This is an optimization exercise on Yosys and OpenROAD, whose aim is small area, a short achievable clock period and few clock cycles, not a production implementation. At most, simulation tests tie the RTL to the original design; equivalence was not proved. No functional check of the RTL was part of run 1. Power is estimated from default activity; no workload was simulated.

File: flow/run.sh
#!/bin/bash
# The standard ORFS layout, with plain buf_1 cells as the port buffers
# (the default picks clkdlybuf4s50_1, which is larger and slower).
set -euo pipefail
export BUFFER_PORTS_ARGS="-buffer_cell sky130_fd_sc_hd__buf_1"
bash standard.sh > standard.log 2>&1
File: standard.sh
#!/bin/bash
# synth_recipe.tcl (not shown) runs the flow's synth.tcl, then flattens the netlist and writes it again
# the make line also repeats each setting of config.mk as NAME=value (left out here)
make -C /OpenROAD-flow-scripts/flow DESIGN_CONFIG=/design/flow/config.mk WORK_HOME=/design/flow/orfs CLKGATE_MAP_FILE= SYNTH_SCRIPT=/design/flow/synth_recipe.tcl "${@:-finish}"
File: config.mk
export PLATFORM = sky130hd
export DESIGN_NAME = zpu_exec_top
export DESIGN_NICKNAME = zpu_exec_top
export VERILOG_FILES = /design/flow/design.v
export SDC_FILE = /design/flow/constraint.sdc
export NUM_CORES = 4
export LEC_CHECK = 0
export CAP_MARGIN = 20
export CORE_MARGIN = 2
export CORE_UTILIZATION = 40
export SETUP_SLACK_MARGIN = 3.5
export SLEW_MARGIN = 20
File: constraint.sdc
create_clock -name core_clock -period 8.0 [get_ports {clk}]
set_input_delay 1.6000 -clock core_clock [delete_from_list [all_inputs] [get_ports {clk}]]
set_output_delay 1.6000 -clock core_clock [all_outputs]
set_load 0.01 [all_outputs]
File: design.v
package zpu_exec_pkg;
    localparam int WORD_W  = 32;
    localparam int DMEM_AW = 26;
    localparam logic [4:0] OP_NOP = 5'd0, OP_MOV = 5'd1, OP_IM0 = 5'd2, OP_IMN = 5'd3,
        OP_ADD = 5'd4, OP_ADDSP = 5'd5, OP_SUB = 5'd6, OP_AND = 5'd7, OP_OR = 5'd8,
        OP_NOT = 5'd9, OP_FLIP = 5'd10, OP_EQ = 5'd11, OP_LT = 5'd12, OP_ULT = 5'd13,
        OP_MUL = 5'd14, OP_LOAD = 5'd15, OP_STORE = 5'd16, OP_STORE2 = 5'd17,
        OP_LOADSP = 5'd18, OP_STORESP = 5'd19;
endpackage
`timescale 1ns/1ps
module zpu_exec_top (
    input  logic        clk,
    input  logic        rst,
    input  logic [4:0]  inst_op_i,
    input  logic [6:0]  inst_imm_i,
    input  logic [25:0] inst_dest_addr_i,
    input  logic [31:0] inst_operand_i,
    input  logic [25:0] inst_operand_addr_i,
    output logic        stall_o,
    output logic        dmem_en_o,
    output logic [3:0]  dmem_wmask_o,
    output logic [25:0] dmem_addr_o,
    output logic [31:0] dmem_wdata_o,
    input  logic [31:0] dmem_rdata_i,
    output logic [31:0] stack_tos_o,
    output logic [31:0] stack_nos_o
);
    logic [31:0] tos_q, nos_q;
    logic [31:0] s_q;            
    logic [27:0] c_q;            
    logic        cy_q;           
    logic [25:0] a0_q;
    logic [31:0] d0_q;
    logic        v0_q;
    logic [23:0] a1_q;
    logic [31:0] d1_q;
    logic        v1_q;
    logic        pend_q;
    logic        ph_q;           
    logic        ap_q;           
    logic [2:0]  mc_q;           
    logic [4:0] op;
    assign op = inst_op_i;
    logic [3:0] lo;
    logic op_nop, op_mov, op_im0, op_imn, op_add, op_addsp, op_sub, op_and, op_or, op_not;
    logic op_flip, op_eq, op_lt, op_ult, op_mul, op_load, op_store, op_store2, op_loadsp;
    logic op_storesp;
    assign lo         = op[3:0];
    assign op_nop     = !op[4] && (lo == 4'd0);
    assign op_mov     = !op[4] && (lo == 4'd1);
    assign op_im0     = !op[4] && (lo == 4'd2);
    assign op_imn     = !op[4] && (lo == 4'd3);
    assign op_add     = (lo == 4'd4);
    assign op_addsp   = (lo == 4'd5);
    assign op_sub     = (lo == 4'd6);
    assign op_and     = (lo == 4'd7);
    assign op_or      = (lo == 4'd8);
    assign op_not     = (lo == 4'd9);
    assign op_flip    = (lo == 4'd10);
    assign op_eq      = (lo == 4'd11);
    assign op_lt      = (lo == 4'd12);
    assign op_ult     = (lo == 4'd13);
    assign op_mul     = (lo == 4'd14);
    assign op_load    = (lo == 4'd15);
    assign op_store   = op[4] && (op[1:0] == 2'd0);
    assign op_store2  = op[4] && (op[1:0] == 2'd1);
    assign op_loadsp  = op[4] && (op[1:0] == 2'd2);
    assign op_storesp = op[4] && (op[1:0] == 2'd3);
    logic        m0, m1;
    logic [31:0] opnd;
    assign m0   = v0_q && (a0_q[25:2] == inst_operand_addr_i[25:2]);
    assign m1   = v1_q && (a1_q == inst_operand_addr_i[25:2]);
    assign opnd = m0 ? d0_q : (m1 ? d1_q : inst_operand_i);
    logic [31:0] ldata;
    assign ldata = (v0_q && (a0_q[25:2] == tos_q[25:2])) ? d0_q : dmem_rdata_i;
    logic [31:0] r0, r1, r2, r3, x1, y1, x2, y2, x3, y3, xs, ys;
    logic [4:0]  low;
    logic        mlast;
    assign r0 = nos_q[0] ? tos_q : 32'd0;
    assign r1 = nos_q[1] ? {tos_q[30:0], 1'b0} : 32'd0;
    assign r2 = nos_q[2] ? {tos_q[29:0], 2'b0} : 32'd0;
    assign r3 = nos_q[3] ? {tos_q[28:0], 3'b0} : 32'd0;
    assign x1 = s_q ^ {4'd0, c_q} ^ r0;
    assign y1 = {((s_q[30:0] & {4'd0, c_q[26:0]}) | (s_q[30:0] & r0[30:0]) |
                  ({4'd0, c_q[26:0]} & r0[30:0])), cy_q};
    assign x2 = r1 ^ r2 ^ r3;
    assign y2 = {((r1[30:0] & r2[30:0]) | (r1[30:0] & r3[30:0]) | (r2[30:0] & r3[30:0])), 1'b0};
    assign x3 = x1 ^ y1 ^ x2;
    assign y3 = {((x1[30:0] & y1[30:0]) | (x1[30:0] & x2[30:0]) | (y1[30:0] & x2[30:0])), 1'b0};
    assign xs = x3 ^ y3 ^ y2;
    assign ys = {((x3[30:0] & y3[30:0]) | (x3[30:0] & y2[30:0]) | (y3[30:0] & y2[30:0])), 1'b0};
    assign low   = {1'b0, xs[3:0]} + {1'b0, ys[3:0]};
    assign mlast = (mc_q == 3'd7);
    logic rd;
    assign rd      = op_load && !ph_q;
    assign stall_o = (op_load && !ph_q) || (op_addsp && !ap_q) || (op_mul && !mlast);
    logic acc;
    assign acc = !rst && !stall_o;
    logic [31:0] sum, diff;
    logic        borrow, eq, lt, ult;
    assign sum            = tos_q + nos_q;
    assign {borrow, diff} = {1'b0, nos_q} - {1'b0, tos_q};
    assign eq  = (diff == 32'd0);
    assign ult = !borrow && !eq;
    assign lt  = !(borrow ^ nos_q[31] ^ tos_q[31]) && !eq;
    logic [31:0] flip;
    always_comb begin
        for (int i = 0; i < 32; i++) flip[i] = tos_q[31-i];
    end
    logic t_nos, t_im0, t_imn, t_sum, t_diff, t_and, t_or, t_not, t_flip, t_cmp, t_mul;
    logic t_ld, t_opnd, t_keep, n_opnd, n_tos, n_s, n_mul, n_keep, cmp;
    assign t_nos  = op_mov || op_storesp;
    assign t_im0  = op_im0;
    assign t_imn  = op_imn;
    assign t_sum  = op_add || (op_addsp && ap_q);
    assign t_diff = op_sub;
    assign t_and  = op_and;
    assign t_or   = op_or;
    assign t_not  = op_not;
    assign t_flip = op_flip;
    assign t_cmp  = op_eq || op_lt || op_ult;
    assign t_mul  = op_mul && mlast;
    assign t_ld   = op_load && ph_q;
    assign t_opnd = op_store || op_loadsp;
    assign t_keep = !(t_nos || t_im0 || t_imn || t_sum || t_diff || t_and || t_or || t_not ||
                      t_flip || t_cmp || t_mul || t_ld || t_opnd);
    assign cmp    = (op_eq && eq) || (op_lt && lt) || (op_ult && ult);
    assign n_opnd = op_mov || op_add || op_sub || op_and || op_or || op_eq || op_lt ||
                    op_ult || (op_mul && mlast) || op_store2 || op_storesp ||
                    (op_addsp && !ap_q);
    assign n_tos  = op_im0 || op_loadsp;
    assign n_s    = op_addsp && ap_q;
    assign n_mul  = op_mul && !mlast;
    assign n_keep = !(n_opnd || n_tos || n_s || n_mul);
    logic [31:0] tos_d, nos_d, wdat;
    logic [25:0] waddr;
    logic        wr;
    assign tos_d = ({32{t_nos}}  & nos_q) |
                   ({32{t_im0}}  & {{25{inst_imm_i[6]}}, inst_imm_i}) |
                   ({32{t_imn}}  & {tos_q[24:0], inst_imm_i}) |
                   ({32{t_sum}}  & sum) |
                   ({32{t_diff}} & diff) |
                   ({32{t_and}}  & (tos_q & nos_q)) |
                   ({32{t_or}}   & (tos_q | nos_q)) |
                   ({32{t_not}}  & ~tos_q) |
                   ({32{t_flip}} & flip) |
                   {31'd0, cmp} |
                   ({32{t_mul}}  & {low[3:0], nos_q[31:4]}) |
                   ({32{t_ld}}   & ldata) |
                   ({32{t_opnd}} & opnd) |
                   ({32{t_keep}} & tos_q);
    assign nos_d = ({32{n_opnd}} & opnd) |
                   ({32{n_tos}}  & tos_q) |
                   ({32{n_s}}    & s_q) |
                   ({32{n_mul}}  & {low[3:0], nos_q[31:4]}) |
                   ({32{n_keep}} & nos_q);
    assign wr    = !(op_nop || op_mov || op_store2);
    assign waddr = op_store ? {tos_q[25:2], 2'b00} : inst_dest_addr_i;
    assign wdat  = op_store ? nos_q : (op_storesp ? tos_q : tos_d);
    always_ff @(posedge clk) begin
        if (rst) begin
            tos_q  <= '0;
            nos_q  <= '0;
            s_q    <= '0;
            c_q    <= '0;
            cy_q   <= 1'b0;
            v0_q   <= 1'b0;
            v1_q   <= 1'b0;
            pend_q <= 1'b0;
            ph_q   <= 1'b0;
            ap_q   <= 1'b0;
            mc_q   <= '0;
        end else begin
            tos_q <= tos_d;
            nos_q <= nos_d;
            if (op_mul) begin
                s_q  <= mlast ? 32'd0 : {4'd0, xs[31:4]};
                c_q  <= mlast ? 28'd0 : ys[31:4];
                cy_q <= mlast ? 1'b0 : low[4];
                mc_q <= mc_q + 3'd1;
            end
            if (op_addsp) begin
                s_q <= ap_q ? 32'd0 : nos_q;
            end
            ph_q   <= rd;
            ap_q   <= op_addsp && !ap_q;
            pend_q <= (acc && wr) || (pend_q && rd);
            if (acc && wr) begin
                v0_q <= 1'b1;
                v1_q <= v0_q;
            end
        end
    end
    always_ff @(posedge clk) begin
        if (acc && wr) begin
            a0_q <= waddr;
            d0_q <= wdat;
            a1_q <= a0_q[25:2];
            d1_q <= d0_q;
        end
    end
    assign dmem_en_o    = pend_q || rd;
    assign dmem_wmask_o = rd ? 4'h0 : 4'hf;
    assign dmem_addr_o  = rd ? {tos_q[25:2], a0_q[1:0]} : a0_q;
    assign dmem_wdata_o = d0_q;
    assign stack_tos_o  = tos_q;
    assign stack_nos_o  = nos_q;
endmodule
==> impl_table.tex, run 1 <==
\begin{tabular}{lr}
\hline
Metric & Value \\
\hline
\multicolumn{2}{l}{\textbf{Outcome}} \\
Outcome & no timing/DRC/antenna violations \\
\multicolumn{2}{l}{\textbf{Route}} \\
Average detailed-routed wire length per instance & 30.4 µm \\
Iteration-0 DRC count of the detailed router & 3,342 \\
Detailed-routing iteration count for the pre-antenna-repair pass & 9 \\
Total Routed Length & 108,000 µm \\
Number of routed nets with antenna violations & 0 \\
Remaining routing DRC violations & 0 \\
Via count normalized by instance count & 6.42 \\
Total number of vias & 22,800 \\
\multicolumn{2}{l}{\textbf{Clock tree}} \\
Number of H-tree levels & 1 \\
CTS tree & done \\
Clock transition at path regs & 0.06 ns \\
Clk Latency, worst-skew pair & 0.63 ns \\
Root Buffer Master & sky130\_fd\_sc\_hd\_\_clkbuf\_16 \\
Hold buffer count at cts & 0 \\
Clock buffers created by TritonCTS & 31 \\
Number of buffers between clock root and the deepest sink & 3 \\
Number of sinks driven by the clock tree & 247 \\
\multicolumn{2}{l}{\textbf{Worst setup path}} \\
Critical path fanouts, max & 18 \\
Slowest stage cell, crit path & sky130\_fd\_sc\_hd\_\_or3\_4 \\
WP data required & approximately 6.4 ns \\
Largest delay contributor family on the critical path & simple AND/OR/NAND/NOR gates \\
Worst Setup Path Type & input port to output pin \\
Startpoint of the most critical register-to-register path & nos\_q[0] \\
Beginning of the critical path & inst\_op\_i[3] \\
Register-to-register setup slack & 3.50 ns \\
Highest cell delay on the worst timing path & 0.54 ns \\
Crit. End Element & output pin \\
Number of cells traversed by the worst register-to-register path & 18 \\
Critical Path Source Type & input port \\
Buffers \& Inverters on Critical Path & 2 \\
Critical path cell sequence & buf\_16, nand2\_8, or3\_4, mux2\_4, buf\_6 \\
Signal arrival time at the worst endpoint & 2.92 ns \\
R2R Path End & d0\_q[0] \\
\multicolumn{2}{l}{\textbf{Floorplan}} \\
I/O pin cnt & 258 \\
Rows & 85 \\
Die area & 56,800 µm² \\
Initial Util & 40.6\% \\
Floorplan die height & 238 µm \\
Width of the die & 238 µm \\
Area of the placeable core & approximately 54,000 µm² \\
\multicolumn{2}{l}{\textbf{Pwr}} \\
Max rail drop VDD & 0.176 mV \\
Pwr Total & 5020 µW \\
Pwr dens & 194 nW/µm² \\
Static leakage & between 0.01 and 0.015 µW \\
\multicolumn{2}{l}{\textbf{Min path}} \\
Critical hold path startpoint & cy\_q \\
Hold path depth & 2 \\
Worst min-delay path category & register to register \\
Endpoint of the worst hold path & cy\_q \\
\multicolumn{2}{l}{\textbf{Timing}} \\
Slew Viols, Final & 0 \\
Post-route minimum period & 4.52 ns \\
Count of final setup violators & 0 \\
Transition time at the pin with the least slew margin & 1.10 ns \\
Setup repair after global routing missed its margin & yes \\
Final clock period utilization by the worst path & 56.6\% \\
Setup Total Neg Slack & 0 ns \\
Max-slew headroom & between 20\% and 30\% \\
Maximum operating frequency & approximately 220 MHz \\
Hold Vio Cnt, Final & 0 \\
Final Skew & roughly 0.018 ns \\
\multicolumn{2}{l}{\textbf{Final layout}} \\
Most common library cell in the layout ignoring fill and taps & sky130\_fd\_sc\_hd\_\_nor2\_1 \\
Synth-to-layout area growth & 17.6\% \\
Most frequent cells in the layout & 376 x sky130\_fd\_sc\_hd\_\_nor2\_1, 246 x sky130\_fd\_sc\_hd\_\_buf\_1, 191 x sky130\_fd\_sc\_hd\_\_a21oi\_1 \\
Ratio of cells with drive above 1 in the final layout & 12.9\% \\
Final \#Nets & 3,177 \\
Final standard cell count with taps included and fillers excluded & about 3,500 \\
Combined flip-flop and latch cell area & around 6100 µm² \\
Area occupied by multi-input gates & 14,900 µm² \\
Filler cell count in the final layout & 5,269 \\
\multicolumn{2}{l}{\textbf{Global route}} \\
Total congestion overflow & 0 \\
Global routing usage summed across all routing layers & approximately 37\% \\
Initial antenna violation count & 2 \\
Wire length of the first global-routing pass & 154,000 µm \\
Number of global-route vias before repair & 22,100 \\
Pin count of the biggest net entering global routing & 98 \\
\multicolumn{2}{l}{\textbf{Synthesis}} \\
Library cells used by synthesis & 83 \\
Top flip-flop cell by instance count after synthesis & sky130\_fd\_sc\_hd\_\_dfxtp\_1 \\
Number of storage elements in the synthesis netlist & 247 \\
Warnings, synthesis & 1 \\
Number of flops mapped to enable cells by yosys & 114 \\
Gate count of the mapped netlist & 2,609 \\
Sequential fraction of the synthesis area & between 20 and 30\% \\
Mean instance size in the synthesized netlist & 8.42 µm² \\
Combined area of all synthesized cells & 22,000 µm² \\
Proportion of register bits with asynchronous set or reset after synthesis & 0\% \\
Number of nets in the synthesized netlist & 2,961 \\
\multicolumn{2}{l}{\textbf{Placed design}} \\
Final GP Congestion & 0.973 \\
Placed wire-length estimate & 74,700 µm \\
Number of input and output port buffers inserted & 255 \\
Cell count after placement & 3,431 \\
\multicolumn{2}{l}{\textbf{Run}} \\
Number of maximum-capacitance violations & 0 \\
\hline
\end{tabular}
==> metal layers <==
| metal | part of all wire (%) | vias up | GRT usage [%] |
|---|---|---|---|
| li1 | - | 9709 | - |
| met1 | 39 | 11100 | 47.7 |
| met2 | 42 | 1609 | 56.3 |
| met3 | 12 | 370 | 8.86 |
| met4 | 7.4 | 2 | 23.0 |
| met5 | 0.0083 | - | 0 |
==> metrics by stage <==
step | hold WS, ns | instance area, µm² | util [%] | setup WS, ns
3_5_place_dp | 0.488 | 23700 | 43.8 | 2.24
6_report | 0.507 | 25800 | 47.8 | 3.48
4_1_cts | 0.505 | 25400 | 46.9 | 3.48
3_3_place_gp | 0.479 | 23700 | 43.8 | 2.38
5_1_grt | 0.522 | 25800 | 47.8 | 3.40
2_1_floorplan | 0.418 | 22100 | - | 2.46
==> area by class of cell <==
cell class,count,share of cell area [%]
multi-input cells,1978,57.9
flip-flops and latches,247,23.7
repair buffers,381,8.37
well taps,696,3.37
clock buffers,47,3.36
inverters,186,2.82
clock inverters,11,0.475
diodes,1,0.00969
==> synthesized netlist by cell type, types with 20 or more instances <==
master,instances,share of area [%]
sky130_fd_sc_hd__nor2_1,386,6.6
sky130_fd_sc_hd__a21oi_1,193,4.4
sky130_fd_sc_hd__inv_1,181,3.1
sky130_fd_sc_hd__nand2_1,172,2.9
sky130_fd_sc_hd__clkbuf_1,165,2.8
sky130_fd_sc_hd__dfxtp_1,133,12
sky130_fd_sc_hd__fa_1,116,11
sky130_fd_sc_hd__edfxtp_1,114,16
sky130_fd_sc_hd__ha_1,106,6.0
sky130_fd_sc_hd__o21ai_0,100,2.3
sky130_fd_sc_hd__mux2i_1,78,3.6
sky130_fd_sc_hd__xnor2_1,73,2.9
sky130_fd_sc_hd__nor3_1,66,1.5
sky130_fd_sc_hd__mux2_2,54,2.8
sky130_fd_sc_hd__a221oi_1,50,2.0
sky130_fd_sc_hd__a211oi_1,46,1.6
sky130_fd_sc_hd__xor2_1,45,1.8
sky130_fd_sc_hd__nand2b_1,42,1.2
sky130_fd_sc_hd__a31oi_1,41,1.2
sky130_fd_sc_hd__nand3_1,34,0.78
sky130_fd_sc_hd__a222oi_1,33,1.5
sky130_fd_sc_hd__a22oi_1,29,0.99
sky130_fd_sc_hd__a21o_1,24,0.82
sky130_fd_sc_hd__nand4_1,22,0.63
sky130_fd_sc_hd__nor4_1,21,0.60
sky130_fd_sc_hd__o221ai_1,21,0.84
sky130_fd_sc_hd__o22ai_1,20,0.57
==> power breakdown <==
| part | total, µW | leakage (µW) | switching [µW] | internal [µW] |
|---|---|---|---|---|
| registers | 1610 | 0.00219 | 157 | 1450 |
| clock network | 1420 | 0.000485 | 610 | 812 |
| logic | 1990 | 0.00743 | 1310 | 682 |
| total | 5020 | 0.0101 | 2070 | 2940 |
==> worst max path at each step <==
stage,endpoint,cells after the start
final,dmem_addr_o[11],5
after global routing,d0_q[0],16
after CTS,d0_q[0],15
after detailed placement,d0_q[0],16
after global placement,d0_q[0],16
after floorplan,a0_q[0],7
==> state kept, by name, indices dropped and copies added, names as in the netlist <==
name / flops
v0_q: 1
d0_q: 32
nos_q: 32
tos_q: 32
a0_q: 26
cy_q: 1
d1_q: 32
s_q: 32
a1_q: 24
c_q: 28
pend_q: 1
mc_q: 3
ap_q: 1
ph_q: 1
v1_q: 1
==> worst register-to-register path, stage by stage (launching register included) <==
cell	delay [ns]
sky130_fd_sc_hd__dfxtp_4	0.38
sky130_fd_sc_hd__clkinv_8	0.09
sky130_fd_sc_hd__buf_12	0.17
sky130_fd_sc_hd__ha_1	0.22
sky130_fd_sc_hd__inv_1	0.06
sky130_fd_sc_hd__fa_2	0.36
sky130_fd_sc_hd__nor2b_2	0.21
sky130_fd_sc_hd__o311ai_4	0.35
sky130_fd_sc_hd__o21ai_2	0.15
sky130_fd_sc_hd__o31ai_4	0.24
sky130_fd_sc_hd__buf_4	0.19
sky130_fd_sc_hd__xnor2_2	0.16
sky130_fd_sc_hd__nand2_1	0.14
sky130_fd_sc_hd__nor4_4	0.28
sky130_fd_sc_hd__and4b_1	0.30
sky130_fd_sc_hd__nand4_1	0.22
sky130_fd_sc_hd__o31ai_4	0.37
sky130_fd_sc_hd__nand4_1	0.13
sky130_fd_sc_hd__a22o_1	0.24
==> cell families (layout without fill, tap and decap cells) <==
| group | Yosys count | count (layout) | share of synthesized area, % |
|---|---|---|---|
| simple gates | 821 | 826 | 16.7 |
| compound gates | 680 | 680 | 21.0 |
| buf+inv | 389 | 625 | 6.88 |
| flops | 247 | 247 | 27.7 |
| fa+ha+maj | 222 | 222 | 16.6 |
| mux | 132 | 132 | 6.33 |
| xor+xnor | 118 | 118 | 4.71 |
| other cells | 0 | 1 | 0 |
==> timing repair <==
item | CTS | global route
gates cloned | 7 | 0
gates resized for setup | 106 | 65
hold endpoints to repair | 0 | 0
setup buffers | 22 | 27
pin swaps | 13 | 19
setup endpoints to repair | 163 | 27
==> inputs of run 2 (changes only) <==
--- a/design.v
+++ b/design.v
@@ -101,5 +101,5 @@
     assign sum            = tos_q + nos_q;
     assign {borrow, diff} = {1'b0, nos_q} - {1'b0, tos_q};
-    assign eq  = (diff == 32'd0);
+    assign eq  = (tos_q == nos_q);
     assign ult = !borrow && !eq;
     assign lt  = !(borrow ^ nos_q[31] ^ tos_q[31]) && !eq;
@@ -157,5 +157,18 @@
     assign wr    = !(op_nop || op_mov || op_store2);
     assign waddr = op_store ? {tos_q[25:2], 2'b00} : inst_dest_addr_i;
-    assign wdat  = op_store ? nos_q : (op_storesp ? tos_q : tos_d);
+    assign wdat  = ({32{op_storesp}} & tos_q) |
+                   ({32{op_store}}  & nos_q) |
+                   ({32{t_im0}}  & {{25{inst_imm_i[6]}}, inst_imm_i}) |
+                   ({32{t_imn}}  & {tos_q[24:0], inst_imm_i}) |
+                   ({32{t_sum}}  & sum) |
+                   ({32{t_diff}} & diff) |
+                   ({32{t_and}}  & (tos_q & nos_q)) |
+                   ({32{t_or}}   & (tos_q | nos_q)) |
+                   ({32{t_not}}  & ~tos_q) |
+                   ({32{t_flip}} & flip) |
+                   {31'd0, cmp} |
+                   ({32{t_mul}}  & {low[3:0], nos_q[31:4]}) |
+                   ({32{t_ld}}   & ldata) |
+                   ({32{op_loadsp}} & opnd);
     always_ff @(posedge clk) begin
         if (rst) begin
--- a/config.mk
+++ b/config.mk
@@ -9,4 +9,4 @@
 export CORE_MARGIN = 2
 export CORE_UTILIZATION = 40
-export SETUP_SLACK_MARGIN = 3.5
+export SETUP_SLACK_MARGIN = 3.7
 export SLEW_MARGIN = 20
==> impl_table.tex, run 2 <==
\begin{tabular}{lr}
\hline
Metric & Value \\
\hline
\multicolumn{2}{l}{\textbf{Clock tree}} \\
Clock transition at path regs & 0.06 ns (about the same) \\
Root Buffer Master & sky130\_fd\_sc\_hd\_\_clkbuf\_16 (unchanged) \\
Hold buffer count at cts & 0 (unchanged) \\
Number of buffers between clock root and the deepest sink & 3 (unchanged) \\
CTS tree & done (unchanged) \\
Clock buffers created by TritonCTS & 31 (unchanged) \\
Number of sinks driven by the clock tree & 247 (unchanged) \\
Number of H-tree levels & 1 (unchanged) \\
Clk Latency, worst-skew pair & 0.62 ns (was 0.63 ns) \\
\multicolumn{2}{l}{\textbf{Final layout}} \\
Number of antenna repair diodes & 0 (was 1) \\
Final \#Nets & 3,071 (was 3,177) \\
Most common library cell in the layout ignoring fill and taps & sky130\_fd\_sc\_hd\_\_nor2\_1 (unchanged) \\
Final standard cell count with taps included and fillers excluded & 3,440 (was 3,547) \\
Most frequent cells in the layout & 328 x sky130\_fd\_sc\_hd\_\_nor2\_1, 233 x sky130\_fd\_sc\_hd\_\_buf\_1, 190 x sky130\_fd\_sc\_hd\_\_nand2\_1 (was 376 x sky130\_fd\_sc\_hd\_\_nor2\_1, 246 x sky130\_fd\_sc\_hd\_\_buf\_1, 191 x sky130\_fd\_sc\_hd\_\_a21oi\_1) \\
Ratio of cells with drive above 1 in the final layout & 10.9\% (was 12.9\%) \\
Synth-to-layout area growth & 16.3\% (was 17.6\%) \\
\multicolumn{2}{l}{\textbf{Route}} \\
Remaining routing DRC violations & 0 (unchanged) \\
Via count normalized by instance count & 6.50 (was 6.42) \\
Total number of vias & 22,300 (was 22,800) \\
Detailed-routing iteration count for the pre-antenna-repair pass & 10 (was 9) \\
Iteration-0 DRC count of the detailed router & 3,352 (was 3,342) \\
Total Routed Length & 103,000 µm (was 108,000 µm) \\
Number of routed nets with antenna violations & 0 (unchanged) \\
Average detailed-routed wire length per instance & 29.8 µm (was 30.4 µm) \\
\multicolumn{2}{l}{\textbf{Worst setup path}} \\
Beginning of the critical path & inst\_op\_i[1] (was inst\_op\_i[3]) \\
WP data required & 6.40 ns (about the same) \\
Largest delay contributor family on the critical path & buffers and inverters (was simple AND/OR/NAND/NOR gates) \\
Register-to-register setup slack & 3.76 ns (was 3.50 ns) \\
Signal arrival time at the worst endpoint & 2.92 ns (about the same) \\
Slowest stage cell, crit path & sky130\_fd\_sc\_hd\_\_or3\_4 (unchanged) \\
Startpoint of the most critical register-to-register path & nos\_q[0] (unchanged) \\
Highest cell delay on the worst timing path & 0.43 ns (was 0.54 ns) \\
Critical Path Source Type & input port (unchanged) \\
Dominant cell type by count on the critical path & sky130\_fd\_sc\_hd\_\_buf\_12 \\
Critical path cell sequence & buf\_8, buf\_12, nand2\_8, or3\_4, buf\_12, mux2\_4, buf\_6 (was buf\_16, nand2\_8, or3\_4, mux2\_4, buf\_6) \\
Critical path fanouts, max & 8 (was 18) \\
Worst Setup Path Type & input port to output pin (unchanged) \\
Buffers \& Inverters on Critical Path & 4 (was 2) \\
Crit. End Element & output pin (unchanged) \\
\multicolumn{2}{l}{\textbf{Pwr}} \\
Pwr dens & 203 nW/µm² (was 194 nW/µm²) \\
Static leakage & 0.00976 µW (was 0.0101 µW) \\
Max rail drop VDD & 0.198 mV (was 0.176 mV) \\
\multicolumn{2}{l}{\textbf{Synthesis}} \\
Proportion of register bits with asynchronous set or reset after synthesis & 0\% (unchanged) \\
Gate count of the mapped netlist & 2,527 (was 2,609) \\
Largest area contributor in the netlist & sky130\_fd\_sc\_hd\_\_edfxtp\_1 (unchanged) \\
Share of the synthesized area in the top cell type & 15.9\% (was 15.6\%) \\
Most common library cells after synthesis & 340 x sky130\_fd\_sc\_hd\_\_nor2\_1, 198 x sky130\_fd\_sc\_hd\_\_nand2\_1, 190 x sky130\_fd\_sc\_hd\_\_inv\_1, 177 x sky130\_fd\_sc\_hd\_\_a21oi\_1, 153 x sky130\_fd\_sc\_hd\_\_clkbuf\_1 (was 386 x sky130\_fd\_sc\_hd\_\_nor2\_1, 193 x sky130\_fd\_sc\_hd\_\_a21oi\_1, 181 x sky130\_fd\_sc\_hd\_\_inv\_1, 172 x sky130\_fd\_sc\_hd\_\_nand2\_1, 165 x sky130\_fd\_sc\_hd\_\_clkbuf\_1) \\
Most frequently used cell type in the post-synthesis netlist & sky130\_fd\_sc\_hd\_\_nor2\_1 (unchanged) \\
Number of storage elements in the synthesis netlist & 247 (unchanged) \\
Library cells used by synthesis & 88 (was 83) \\
Number of flops mapped to enable cells by yosys & 114 (unchanged) \\
Sequential fraction of the synthesis area & 28.3\% (was 27.7\%) \\
Biggest area contributors in the synthesized netlist & sky130\_fd\_sc\_hd\_\_edfxtp\_1 16\%, sky130\_fd\_sc\_hd\_\_dfxtp\_1 12\%, sky130\_fd\_sc\_hd\_\_fa\_1 11\%, sky130\_fd\_sc\_hd\_\_ha\_1 6.2\%, sky130\_fd\_sc\_hd\_\_nor2\_1 5.9\% (was sky130\_fd\_sc\_hd\_\_edfxtp\_1 16\%, sky130\_fd\_sc\_hd\_\_dfxtp\_1 12\%, sky130\_fd\_sc\_hd\_\_fa\_1 11\%, sky130\_fd\_sc\_hd\_\_nor2\_1 6.6\%, sky130\_fd\_sc\_hd\_\_ha\_1 6.0\%) \\
Number of nets in the synthesized netlist & 2,879 (was 2,961) \\
Combined area of all synthesized cells & 21,500 µm² (was 22,000 µm²) \\
Warnings, synthesis & 1 (unchanged) \\
Mean instance size in the synthesized netlist & 8.52 µm² (was 8.42 µm²) \\
Top flip-flop cell by instance count after synthesis & sky130\_fd\_sc\_hd\_\_dfxtp\_1 (unchanged) \\
\multicolumn{2}{l}{\textbf{Timing}} \\
Setup repair after global routing missed its margin & yes (unchanged) \\
Max-slew headroom & 22.1\% (was 24.8\%) \\
Slew Viols, Final & 0 (unchanged) \\
Count of final setup violators & 0 (unchanged) \\
Worst setup slack after layout & 3.48 ns (about the same) \\
Post-route minimum period & 4.52 ns (about the same) \\
Setup Total Neg Slack & 0 ns (unchanged) \\
Final Skew & 0.0231 ns (was 0.0177 ns) \\
Final clock period utilization by the worst path & 56.5\% (was 56.6\%) \\
Maximum operating frequency & 221 MHz (about the same) \\
Hold Vio Cnt, Final & 0 (unchanged) \\
Transition time at the pin with the least slew margin & 1.17 ns (was 1.10 ns) \\
\multicolumn{2}{l}{\textbf{Placed design}} \\
Placed wire-length estimate & 71,300 µm (was 74,700 µm) \\
Cell count after placement & 3,345 (was 3,431) \\
Final GP Congestion & 1.00 (was 0.973) \\
Worst Setup Slack post-DPL & 2.51 ns (was 2.24 ns) \\
Number of input and output port buffers inserted & 255 (unchanged) \\
\multicolumn{2}{l}{\textbf{Global route}} \\
Wire length of the first global-routing pass & 147,000 µm (was 154,000 µm) \\
Global routing usage summed across all routing layers & 35.6\% (was 37.1\%) \\
Pin count of the biggest net entering global routing & 132 (was 98) \\
Number of global-route vias before repair & 21,400 (was 22,100) \\
Total congestion overflow & 0 (unchanged) \\
Initial antenna violation count & 1 (was 2) \\
\multicolumn{2}{l}{\textbf{Floorplan}} \\
I/O pin cnt & 258 (unchanged) \\
Initial Util & 40.3\% (was 40.6\%) \\
Area of the placeable core & 53,500 µm² (was 54,000 µm²) \\
Rows & 85 (unchanged) \\
Width of the die & 236 µm (was 238 µm) \\
Die area & 55,700 µm² (was 56,800 µm²) \\
Floorplan die height & 236 µm (was 238 µm) \\
\multicolumn{2}{l}{\textbf{Min path}} \\
Worst min-delay path category & register to register (unchanged) \\
Critical hold path startpoint & pend\_q (was cy\_q) \\
\multicolumn{2}{l}{\textbf{Outcome}} \\
Outcome & no timing/DRC/antenna violations (unchanged) \\
\multicolumn{2}{l}{\textbf{Run}} \\
Number of maximum-capacitance violations & 0 (unchanged) \\
\hline
\end{tabular}
## run 2: cell count changes in the layout (fill, tap and decap cells not counted), sizes merged, moves of 20 or more
| cell | previous run | this run |
|---|---|---|
| nand2b | 42 | 20 |
| nor3 | 66 | 90 |
| a221oi | 51 | 28 |
| nand2 | 172 | 198 |
| a222oi | 33 | 57 |
| buf | 377 | 339 |
| nor2 | 388 | 340 |
| mux2 | 54 | 27 |
| xnor2 | 73 | 53 |
| mux2i | 78 | 98 |
## run 2: worst reg2reg max path, delay by kind of cell, from the launching register on
| kind | cells | cell delay [ns] |
|---|---|---|
| buffers and inverters | 3 | 0.33 |
| adder cells (fa/ha/maj) | 4 | 2.06 |
| AND/OR/NAND/NOR | 5 | 0.66 |
| AO/OA/AOI/OAI | 2 | 0.53 |
| flip-flops | 1 | 0.38 |
## run 2: cell type report
type                            count  area (µm²)
Fill cell                        5195       28500
Sequential cell                   247        6110
Inverter                          190         739
Multi-Input combinational cell   1891       14200
Clock inverter                     26         260
Clock buffer                       32         779
Timing Repair Buffer              358        2040
Tap cell                          696         871
## run 2: kinds of logic (layout without fill, tap and decap cells)
| group | after synthesis | after routing | share of synthesized area, % |
|---|---|---|---|
| compound gates | 689 | 689 | 22.6 |
| flops | 247 | 247 | 28.3 |
| buf+inv | 390 | 606 | 7.12 |
| simple gates | 766 | 767 | 15.6 |
| fa+ha+maj | 222 | 222 | 16.9 |
| mux | 125 | 125 | 5.97 |
| xor+xnor | 88 | 88 | 3.58 |
## run 2: per-layer routing
layer | track usage (%) | part of all wire [%] | up-vias
li1 | - | - | 9509
met1 | 48.1 | 39 | 10900
met2 | 52.7 | 42 | 1579
met3 | 8.64 | 12 | 325
met4 | 18.6 | 6.0 | 2
met5 | 0 | 0.013 | -
## run 2: worst paths after layout
path / to / cells after the start
worst max-delay path: dmem_addr_o[8] / 7
worst min register to register: pend_q / 1
worst max register to register: d0_q[31] / 14
worst min-delay path: pend_q / 1
## run 2: power by group
group / internal (µW) / total (µW) / switching, µW
Clock: 840 / 1480 / 638
Sequential: 1470 / 1660 / 190
Combinational: 646 / 1940 / 1290
## run 2: timing repair
item,4_1_cts,5_1_grt
gates resized for setup,69,56
buffers inserted,14,16
setup endpoints to repair,90,42
pin swaps,5,6
gates cloned,6,1
## run 2: stage by stage
stage / utilization (%) / power [µW] / cell area, µm² / hold WS [ns]
2_1_floorplan: - / 2730 / 21700 / 0.418
3_3_place_gp: 43.4 / 3440 / 23200 / 0.431
3_5_place_dp: 43.4 / 3460 / 23200 / 0.439
4_1_cts: 46.2 / 4960 / 24700 / 0.455
5_1_grt: 46.8 / 5250 / 25000 / 0.472
6_report: 46.8 / 5080 / 25000 / 0.451
Testbench counts of run 2, summed over its fixed seeds: cycles 132,055.
==> inputs of run 3 (changes only) <==
--- a/config.mk
+++ b/config.mk
@@ -6,7 +6,8 @@
 export NUM_CORES = 4
 export LEC_CHECK = 0
-export CAP_MARGIN = 20
+export CAP_MARGIN = 5
 export CORE_MARGIN = 2
 export CORE_UTILIZATION = 40
+export CTS_BUF_LIST = sky130_fd_sc_hd__clkbuf_4 sky130_fd_sc_hd__clkbuf_8
 export SETUP_SLACK_MARGIN = 3.7
-export SLEW_MARGIN = 20
+export SLEW_MARGIN = 5
==> impl_table.tex, run 3 <==
\begin{tabular}{lr}
\hline
Metric & Value \\
\hline
\multicolumn{2}{l}{\textbf{Synthesis}} \\
Biggest area contributors in the synthesized netlist & sky130\_fd\_sc\_hd\_\_edfxtp\_1 16\%, sky130\_fd\_sc\_hd\_\_dfxtp\_1 12\%, sky130\_fd\_sc\_hd\_\_fa\_1 11\%, sky130\_fd\_sc\_hd\_\_ha\_1 6.2\%, sky130\_fd\_sc\_hd\_\_nor2\_1 5.9\% (unchanged) \\
Warnings, synthesis & 1 (unchanged) \\
Library cells used by synthesis & 88 (unchanged) \\
Number of nets in the synthesized netlist & 2,879 (unchanged) \\
Sequential fraction of the synthesis area & 28.3\% (unchanged) \\
Share of the synthesized area in the top cell type & 15.9\% (unchanged) \\
Gate count of the mapped netlist & 2,527 (unchanged) \\
Mean instance size in the synthesized netlist & 8.52 µm² (unchanged) \\
Top flip-flop cell by instance count after synthesis & sky130\_fd\_sc\_hd\_\_dfxtp\_1 (unchanged) \\
Number of storage elements in the synthesis netlist & 247 (unchanged) \\
Combined area of all synthesized cells & 21,500 µm² (unchanged) \\
Proportion of register bits with asynchronous set or reset after synthesis & 0\% (unchanged) \\
Largest area contributor in the netlist & sky130\_fd\_sc\_hd\_\_edfxtp\_1 (unchanged) \\
Number of flops mapped to enable cells by yosys & 114 (unchanged) \\
Most common library cells after synthesis & 340 x sky130\_fd\_sc\_hd\_\_nor2\_1, 198 x sky130\_fd\_sc\_hd\_\_nand2\_1, 190 x sky130\_fd\_sc\_hd\_\_inv\_1, 177 x sky130\_fd\_sc\_hd\_\_a21oi\_1, 153 x sky130\_fd\_sc\_hd\_\_clkbuf\_1 (unchanged) \\
Most frequently used cell type in the post-synthesis netlist & sky130\_fd\_sc\_hd\_\_nor2\_1 (unchanged) \\
\multicolumn{2}{l}{\textbf{Pwr}} \\
Clock share of power & 29.0\% (was 29.1\%) \\
Portion of total power attributed to combinational logic & 38.2\% (was 38.1\%) \\
Cell internal pwr & 2950 µW (was 2960 µW) \\
Register share of total power & 32.7\% (about the same) \\
Switching power & 2130 µW (was 2120 µW) \\
Max rail drop VDD & 0.104 mV (was 0.198 mV) \\
Pwr dens & 203 nW/µm² (about the same) \\
Switching part of the total power & 42.0\% (was 41.7\%) \\
Static leakage & 0.00980 µW (was 0.00976 µW) \\
\multicolumn{2}{l}{\textbf{Clock tree}} \\
Clock buffers created by TritonCTS & 48 (was 31) \\
Number of H-tree levels & 2 (was 1) \\
CTS tree & done (unchanged) \\
Root Buffer Master & sky130\_fd\_sc\_hd\_\_clkbuf\_8 (was sky130\_fd\_sc\_hd\_\_clkbuf\_16) \\
Number of sinks driven by the clock tree & 247 (unchanged) \\
Hold buffer count at cts & 0 (unchanged) \\
Clk Latency, worst-skew pair & 0.66 ns (was 0.62 ns) \\
Number of buffers between clock root and the deepest sink & 3 (unchanged) \\
Clock transition at path regs & 0.06 ns (about the same) \\
\multicolumn{2}{l}{\textbf{Route}} \\
Via count normalized by instance count & 6.49 (was 6.50) \\
Average detailed-routed wire length per instance & 29.8 µm (about the same) \\
Number of routed nets with antenna violations & 0 (unchanged) \\
Detailed-routing iteration count for the pre-antenna-repair pass & 9 (was 10) \\
Remaining routing DRC violations & 0 (unchanged) \\
Total Routed Length & 103,000 µm (about the same) \\
Total number of vias & 22,500 (was 22,300) \\
Iteration-0 DRC count of the detailed router & 3,488 (was 3,352) \\
\multicolumn{2}{l}{\textbf{Floorplan}} \\
Floorplan die height & 236 µm (unchanged) \\
Area of the placeable core & 53,500 µm² (unchanged) \\
Initial Util & 40.3\% (unchanged) \\
Rows & 85 (unchanged) \\
Die area & 55,700 µm² (unchanged) \\
I/O pin cnt & 258 (unchanged) \\
Width of the die & 236 µm (unchanged) \\
\multicolumn{2}{l}{\textbf{Global route}} \\
Total congestion overflow & 0 (unchanged) \\
Number of global-route vias before repair & 21,500 (was 21,400) \\
Global routing usage summed across all routing layers & 36.0\% (was 35.6\%) \\
Pin count of the biggest net entering global routing & 132 (unchanged) \\
Initial antenna violation count & 2 (was 1) \\
Wire length of the first global-routing pass & 148,000 µm (was 147,000 µm) \\
\multicolumn{2}{l}{\textbf{Final layout}} \\
Area of all placed cells without fillers & 25,100 µm² (was 25,000 µm²) \\
Most frequent cells in the layout & 327 x sky130\_fd\_sc\_hd\_\_nor2\_1, 232 x sky130\_fd\_sc\_hd\_\_buf\_1, 191 x sky130\_fd\_sc\_hd\_\_nand2\_1 (was 328 x sky130\_fd\_sc\_hd\_\_nor2\_1, 233 x sky130\_fd\_sc\_hd\_\_buf\_1, 190 x sky130\_fd\_sc\_hd\_\_nand2\_1) \\
Most common library cell in the layout ignoring fill and taps & sky130\_fd\_sc\_hd\_\_nor2\_1 (unchanged) \\
Final \#Nets & 3,086 (was 3,071) \\
Synth-to-layout area growth & 16.3\% (about the same) \\
Ratio of cells with drive above 1 in the final layout & 12.2\% (was 10.9\%) \\
\multicolumn{2}{l}{\textbf{Worst setup path}} \\
Worst Setup Path Type & input port to output pin (unchanged) \\
Crit. End Element & output pin (unchanged) \\
Critical Path Source Type & input port (unchanged) \\
Largest delay contributor family on the critical path & buffers and inverters (unchanged) \\
Slowest stage cell, crit path & sky130\_fd\_sc\_hd\_\_or3\_4 (unchanged) \\
Buffers \& Inverters on Critical Path & 4 (unchanged) \\
Signal arrival time at the worst endpoint & 2.92 ns (about the same) \\
Dominant cell type by count on the critical path & sky130\_fd\_sc\_hd\_\_buf\_12 (unchanged) \\
Highest cell delay on the worst timing path & 0.44 ns (was 0.43 ns) \\
WP data required & 6.40 ns (about the same) \\
Critical path fanouts, max & 8 (unchanged) \\
Critical path cell sequence & buf\_8, buf\_12, nand2\_8, or3\_4, buf\_12, mux2\_4, buf\_6 (unchanged) \\
\multicolumn{2}{l}{\textbf{Timing}} \\
Maximum operating frequency & 221 MHz (about the same) \\
Transition time at the pin with the least slew margin & 1.16 ns (was 1.17 ns) \\
Final Skew & 0.0222 ns (was 0.0231 ns) \\
Worst setup slack after layout & 3.48 ns (about the same) \\
Count of final setup violators & 0 (unchanged) \\
Hold Vio Cnt, Final & 0 (unchanged) \\
Post-route minimum period & 4.52 ns (about the same) \\
Final clock period utilization by the worst path & 56.4\% (was 56.5\%) \\
Slew Viols, Final & 0 (unchanged) \\
Setup repair after global routing missed its margin & yes (unchanged) \\
Setup Total Neg Slack & 0 ns (unchanged) \\
Max-slew headroom & 22.2\% (was 22.1\%) \\
\multicolumn{2}{l}{\textbf{Placed design}} \\
Worst Setup Slack post-DPL & 2.51 ns (unchanged) \\
Placed wire-length estimate & 71,300 µm (unchanged) \\
Final GP Congestion & 1.00 (unchanged) \\
Placed Instance Area & 23,200 µm² (unchanged) \\
Number of input and output port buffers inserted & 255 (unchanged) \\
\multicolumn{2}{l}{\textbf{Run}} \\
Number of maximum-capacitance violations & 0 (unchanged) \\
\multicolumn{2}{l}{\textbf{Min path}} \\
Worst min-delay path category & register to register (unchanged) \\
\multicolumn{2}{l}{\textbf{Outcome}} \\
Outcome & no timing/DRC/antenna violations (unchanged) \\
\hline
\end{tabular}
-- run 3: cell counts after synthesis --
Identical to the previous run, type by type.
-- run 3: worst paths after layout --
| check | start | to | slack, ns | depth (start not counted) |
|---|---|---|---|---|
| worst max-delay path | inst_op_i[1] | dmem_addr_o[8] | 3.48 | 7 |
| worst min-delay path | pend_q | pend_q | 0.45 | 1 |
| worst max register to register | tos_q[23] | d0_q[30] | 3.71 | 12 |
| worst min register to register | pend_q | pend_q | 0.45 | 1 |
-- run 3: metrics by stage --
stage / hold slack [ns] / util [%] / instances / power (µW)
3_5_place_dp: 0.439 / 43.4 / 3345 / 3460
4_1_cts: 0.454 / 46.3 / 3455 / 4960
2_1_floorplan: 0.418 / - / 2527 / 2730
5_1_grt: 0.471 / 46.8 / 3470 / 5240
6_report: 0.452 / 46.8 / 3471 / 5080
3_3_place_gp: 0.431 / 43.4 / 3345 / 3440
-- run 3: cells by family after synthesis --
family                     Yosys count  synth area share [%]
xor gates and xnor gates            88                  3.58
DFF                                247                  28.3
and+or+nand+nor                    766                  15.6
AOI/OAI and AO/OA                  689                  22.6
adders and majority gates          222                  16.9
buffers and inverters              390                  7.12
muxes                              125                  5.97
-- run 3: power by group through the flow --
| stage | sequential [µW] | clock [µW] | combinational, µW |
|---|---|---|---|
| finish | 1660 | 1470 | 1940 |
| global route | 1670 | 1540 | 2040 |
| CTS | 1650 | 1480 | 1830 |
| detailed placement | 1680 | 0 | 1780 |
| global placement | 1670 | 0 | 1770 |
| floorplan | 1630 | 0 | 1110 |
-- run 3: repair_timing --
action	CTS	global route
resized for setup	67	56
pin swaps	4	8
cloned	6	1
endpoints found under the hold margin	0	0
setup buffers	14	14
endpoints found under the setup margin	89	44
-- run 3: routing by layer --
metal  global-route usage [%]  part of all wire [%]  vias to the layer above
met5                        0                 0.091                        -
met4                     18.5                   5.8                        6
met1                     48.4                    39                    11000
met3                     9.47                    13                      329
li1                         -                     -                     9538
met2                     53.0                    42                     1634
-- run 3: layout make-up --
| class | count | area [µm²] |
|---|---|---|
| multi-input combinational | 1891 | 14200 |
| clock buffer | 74 | 918 |
| sequential | 247 | 6120 |
| clock inverter | 16 | 171 |
| timing repair buffer | 356 | 2020 |
| fill | 5213 | 28400 |
| antenna | 1 | 2.50 |
| inverter | 190 | 736 |
| tap | 696 | 871 |

## static timing again, ports no longer ideal
Ports are ideal in the flow. The routed layouts listed here were re-timed in OpenROAD. Step 1 (the two cells are an assumption about what drives the block):
set clk [get_ports {clk}]
set_driving_cell -lib_cell sky130_fd_sc_hd__clkbuf_16 $clk
set_driving_cell -lib_cell sky130_fd_sc_hd__buf_2 [delete_from_list [all_inputs] $clk]
Step 2 adds t to the input delays and takes it off the output delays; t is the mean of the earliest and latest rising clock arrival at the registers after step 1. Input paths then give back, and output paths get back, about the clock's delay inside the block. a / b / c = ideal / step 1 / step 2; a / b = the first two.
| run | t, ns | slack for setup (ns) | hold slack, ns | slew at the worst register clock pin (ns) |
|---|---|---|---|---|
| run 1 | 0.671 | 3.476 / 3.357 / 2.928 | 0.507 / 0.507 / 0.507 | 0.07 / 0.07 |
| run 2 | 0.676 | 3.484 / 3.331 / 3.047 | 0.451 / 0.451 / 0.451 | 0.07 / 0.07 |
| run 3 | 0.706 | 3.485 / 3.236 / 2.790 | 0.452 / 0.452 / 0.452 | 0.07 / 0.07 |
After both steps setup and hold are still met in every run listed. The setup slack of run 3, which loses most, moves by -0.249 ns with the drivers and by -0.695 ns with both steps.
